Source: an optimization exercise on an open RTL-to-GDS flow (aim: small area). Production flows keep margins and buffers that such runs may drop. The RTL was checked by simulation tests, not by an equivalence proof against the original design. Power and IR drop assume default switching activity.

==> flow/design.v <==
module systolic_ctrl #(
  parameter int unsigned WIDTH       = 16,
  parameter int unsigned MAX_LENGTH  = 64,
  parameter int unsigned NUM_UNITS   = 64,
  parameter int unsigned WDOG_CYCLES = 1024
) (
  input  logic                                     clk,
  input  logic                                     reset,
  input  logic                                     job_valid,
  output logic                                     job_ready,
  input  logic [$clog2(NUM_UNITS+1)-1:0]           job_rows,
  input  logic [$clog2(MAX_LENGTH)-1:0]            job_length,
  output logic                                     elem_valid,
  output logic [$clog2(MAX_LENGTH)-1:0]            elem_idx,
  output logic                                     arr_start,
  output logic [NUM_UNITS-1:0]                     arr_active_units,
  output logic [$clog2(MAX_LENGTH)-1:0]            arr_length,
  input  logic [NUM_UNITS-1:0]                     arr_done,
  input  logic [NUM_UNITS*WIDTH-1:0]               arr_result,
  output logic                                     res_valid,
  input  logic                                     res_ready,
  output logic [WIDTH-1:0]                         res_data,
  output logic [$clog2(NUM_UNITS)-1:0]             res_index,
  output logic                                     res_last,
  output logic                                     busy,
  output logic                                     err
);
  localparam int unsigned CW = 10;   
  typedef enum logic [2:0] {
    StIdle  = 3'b000,
    StStart = 3'b001,
    StFeed  = 3'b011,
    StWait  = 3'b010,
    StDrain = 3'b110
  } state_e;
  state_e          state_q, state_d;
  logic            err_q, err_d;
  logic [5:0]      rows_q;      
  logic [5:0]      len_q;
  logic [CW-1:0]   cnt_q, cnt_d;
  logic [CW-1:0]   cnt_inc;
  logic [NUM_UNITS*WIDTH-1:0] snap_q;
  logic idle, st_start, st_feed, st_wait, st_drain;
  logic all_done, feed_last, res_last_w, wdog_end, nonempty;
  logic [NUM_UNITS-1:0] mask;
  assign idle     = state_q == StIdle;
  assign st_start = state_q == StStart;
  assign st_feed  = state_q == StFeed;
  assign st_wait  = state_q == StWait;
  assign st_drain = state_q == StDrain;
  assign cnt_inc = cnt_q + CW'(1);
  always_comb begin
    for (int i = 0; i < NUM_UNITS; i++) begin
      mask[i] = !idle && ((rows_q == 6'd0) || (6'(i) < rows_q));
    end
  end
  assign all_done   = &(arr_done | ~mask);
  assign feed_last  = cnt_inc[5:0] == len_q;
  assign res_last_w = cnt_inc[5:0] == rows_q;
  assign wdog_end   = &cnt_q;
  assign nonempty   = (job_rows != '0) && (job_length != '0);
  always_ff @(posedge clk or posedge reset) begin
    if (reset) begin
      state_q <= StIdle;
      err_q   <= 1'b0;
    end else begin
      state_q <= state_d;
      err_q   <= err_d;
    end
  end
  always_ff @(posedge clk) begin
    if (idle) begin
      len_q  <= job_length;
      rows_q <= job_rows[6] ? 6'd0 : job_rows[5:0];
    end
    cnt_q <= cnt_d;
  end
  always_ff @(posedge clk) begin
    snap_q <= (arr_result & {(NUM_UNITS*WIDTH){!st_drain}}) |
              (snap_q & {(NUM_UNITS*WIDTH){st_drain}});
  end
  always_comb begin
    state_d = state_q;
    err_d   = err_q;
    cnt_d   = cnt_q;
    unique case (state_q)
      StIdle: begin
        cnt_d = '0;
        if (job_valid) begin
          err_d = 1'b0;
          if (nonempty) state_d = StStart;
        end
      end
      StStart: begin
        cnt_d   = '0;
        state_d = StFeed;
      end
      StFeed: begin
        if (feed_last) begin
          cnt_d   = '0;
          state_d = StWait;
        end else begin
          cnt_d = cnt_inc;
        end
      end
      StWait: begin
        if (all_done) begin
          cnt_d   = '0;
          state_d = StDrain;
        end else if (wdog_end) begin
          err_d   = 1'b1;
          state_d = StIdle;
        end else begin
          cnt_d = cnt_inc;
        end
      end
      StDrain: begin
        if (res_ready) begin
          cnt_d = cnt_inc;
          if (res_last_w) state_d = StIdle;
        end
      end
      default: begin
        state_d = StIdle;
      end
    endcase
  end
  assign job_ready        = idle;
  assign busy             = !idle;
  assign arr_start        = st_start;
  assign elem_valid       = st_feed;
  assign res_valid        = st_drain;
  assign arr_active_units = mask;
  assign arr_length       = idle ? 6'd0 : len_q;
  assign elem_idx         = cnt_q[5:0];
  assign res_index        = cnt_q[5:0];
  assign res_last         = res_last_w;
  logic [NUM_UNITS-1:0] sel;
  always_comb begin
    for (int u = 0; u < NUM_UNITS; u++) sel[u] = cnt_q[5:0] == 6'(u);
    res_data = '0;
    for (int u = 0; u < NUM_UNITS; u++)
      res_data = res_data | (snap_q[u*WIDTH +: WIDTH] & {WIDTH{sel[u]}});
  end
  assign err              = err_q;
endmodule
==> flow/config.mk <==
export PLATFORM = sky130hd
export DESIGN_NAME = systolic_ctrl
export DESIGN_NICKNAME = systolic_ctrl
export VERILOG_FILES = /design/flow/design.v
export SDC_FILE = /design/flow/constraint.sdc
export NUM_CORES = 4
export LEC_CHECK = 0
export CAP_MARGIN = 20
export CORE_AREA = 6 6 434 434
export DIE_AREA = 0 0 440 440
export SLEW_MARGIN = 20
==> flow/constraint.sdc <==
create_clock -name core_clock -period 6.0 [get_ports {clk}]
set_input_delay 1.2000 -clock core_clock [delete_from_list [all_inputs] [get_ports {clk}]]
set_output_delay 1.2000 -clock core_clock [all_outputs]
set_load 0.01 [all_outputs]
standard.sh (not shown) runs the stock make flow with config.mk's settings and CLKGATE_MAP_FILE= SYNTH_SCRIPT=/design/flow/synth_recipe.tcl, a recipe that flattens the netlist after the stock synthesis.
==> flow/flow/run.sh <==
#!/bin/bash
# Standard ORFS layout (the standard.sh, unchanged synthesis), with
#  - port buffers made from the smallest buffer cell,
#  - a clock tree of clkbuf_8 leaves (clkbuf_16 root) with larger sink clusters and
#    no dummy balancing loads.
CTS="-sink_clustering_enable -repair_clock_nets -dont_use_dummy_load"
CTS="$CTS -buf_list sky130_fd_sc_hd__clkbuf_8 -root_buf sky130_fd_sc_hd__clkbuf_16"
CTS="$CTS -sink_clustering_size 18 -sink_clustering_max_diameter 60"
bash standard.sh \
  'BUFFER_PORTS_ARGS=-buffer_cell sky130_fd_sc_hd__buf_1' \
  "CTS_ARGS=$CTS" \
  finish > standard.log 2>&1
Next try:
--- a/flow/design.v
+++ b/flow/design.v
@@ -32,12 +32,13 @@
     StFeed  = 3'b011,
     StWait  = 3'b010,
     StDrain = 3'b110
   } state_e;
   state_e          state_q, state_d;
   logic            err_q, err_d;
+  logic            load_q;      
   logic [5:0]      rows_q;      
   logic [5:0]      len_q;
   logic [CW-1:0]   cnt_q, cnt_d;
   logic [CW-1:0]   cnt_inc;
   logic [NUM_UNITS*WIDTH-1:0] snap_q;
   logic idle, st_start, st_feed, st_wait, st_drain;
@@ -60,26 +61,28 @@
   assign wdog_end   = &cnt_q;
   assign nonempty   = (job_rows != '0) && (job_length != '0);
   always_ff @(posedge clk or posedge reset) begin
     if (reset) begin
       state_q <= StIdle;
       err_q   <= 1'b0;
+      load_q  <= 1'b1;
     end else begin
       state_q <= state_d;
       err_q   <= err_d;
+      load_q  <= state_d != StDrain;
     end
   end
   always_ff @(posedge clk) begin
     if (idle) begin
       len_q  <= job_length;
       rows_q <= job_rows[6] ? 6'd0 : job_rows[5:0];
     end
     cnt_q <= cnt_d;
   end
   always_ff @(posedge clk) begin
-    snap_q <= (arr_result & {(NUM_UNITS*WIDTH){!st_drain}}) |
+    snap_q <= (arr_result & {(NUM_UNITS*WIDTH){load_q}}) |
               (snap_q & {(NUM_UNITS*WIDTH){st_drain}});
   end
   always_comb begin
     state_d = state_q;
     err_d   = err_q;
     cnt_d   = cnt_q;
This time the run finished but failed the layout checks on setup timing.
Routed wire length came out higher by 11%.
Count of clock-buffer cells in the layout went down by 7.
Utilization decreases by 0.65 points.
Flip-flop and latch count climbs by 1.
Worst hold slack improved by 0.039 ns.
Via count is higher by about 25%.
Total power increases by 5.7%.
Combinational power came out higher by about 70%.

## what the ideal ports hide
No port has a modelled driver above. Below, the same layouts with a new extraction and two added sets of constraints. Step 1 sets driving cells, clkbuf_16 on the clock port and buf_2 on the other inputs (assumed; they add their load-dependent delay and slew). Step 2 times the ports against the registers' clock, not the clock port: input delays grow and output delays shrink by t, the midpoint of the rising clock arrivals with the driver on. Slacks: no drivers / after step 1 / after step 2; pairs: no drivers / after step 1.
| run | shift t [ns] | setup slack, ns | hold slack, ns | worst slew at a driven data input, ns | cell pins on the clock port's net |
|---|---|---|---|---|---|
| the first run | 0.770 | 0.128 / 0.050 / 0.821 | 0.442 / 0.394 / 0.600 | 0.35 | 1 |
| the second run | 0.748 | -0.009 / -0.087 / 0.661 | 0.480 / 0.480 / 0.480 | 0.30 | 1 |
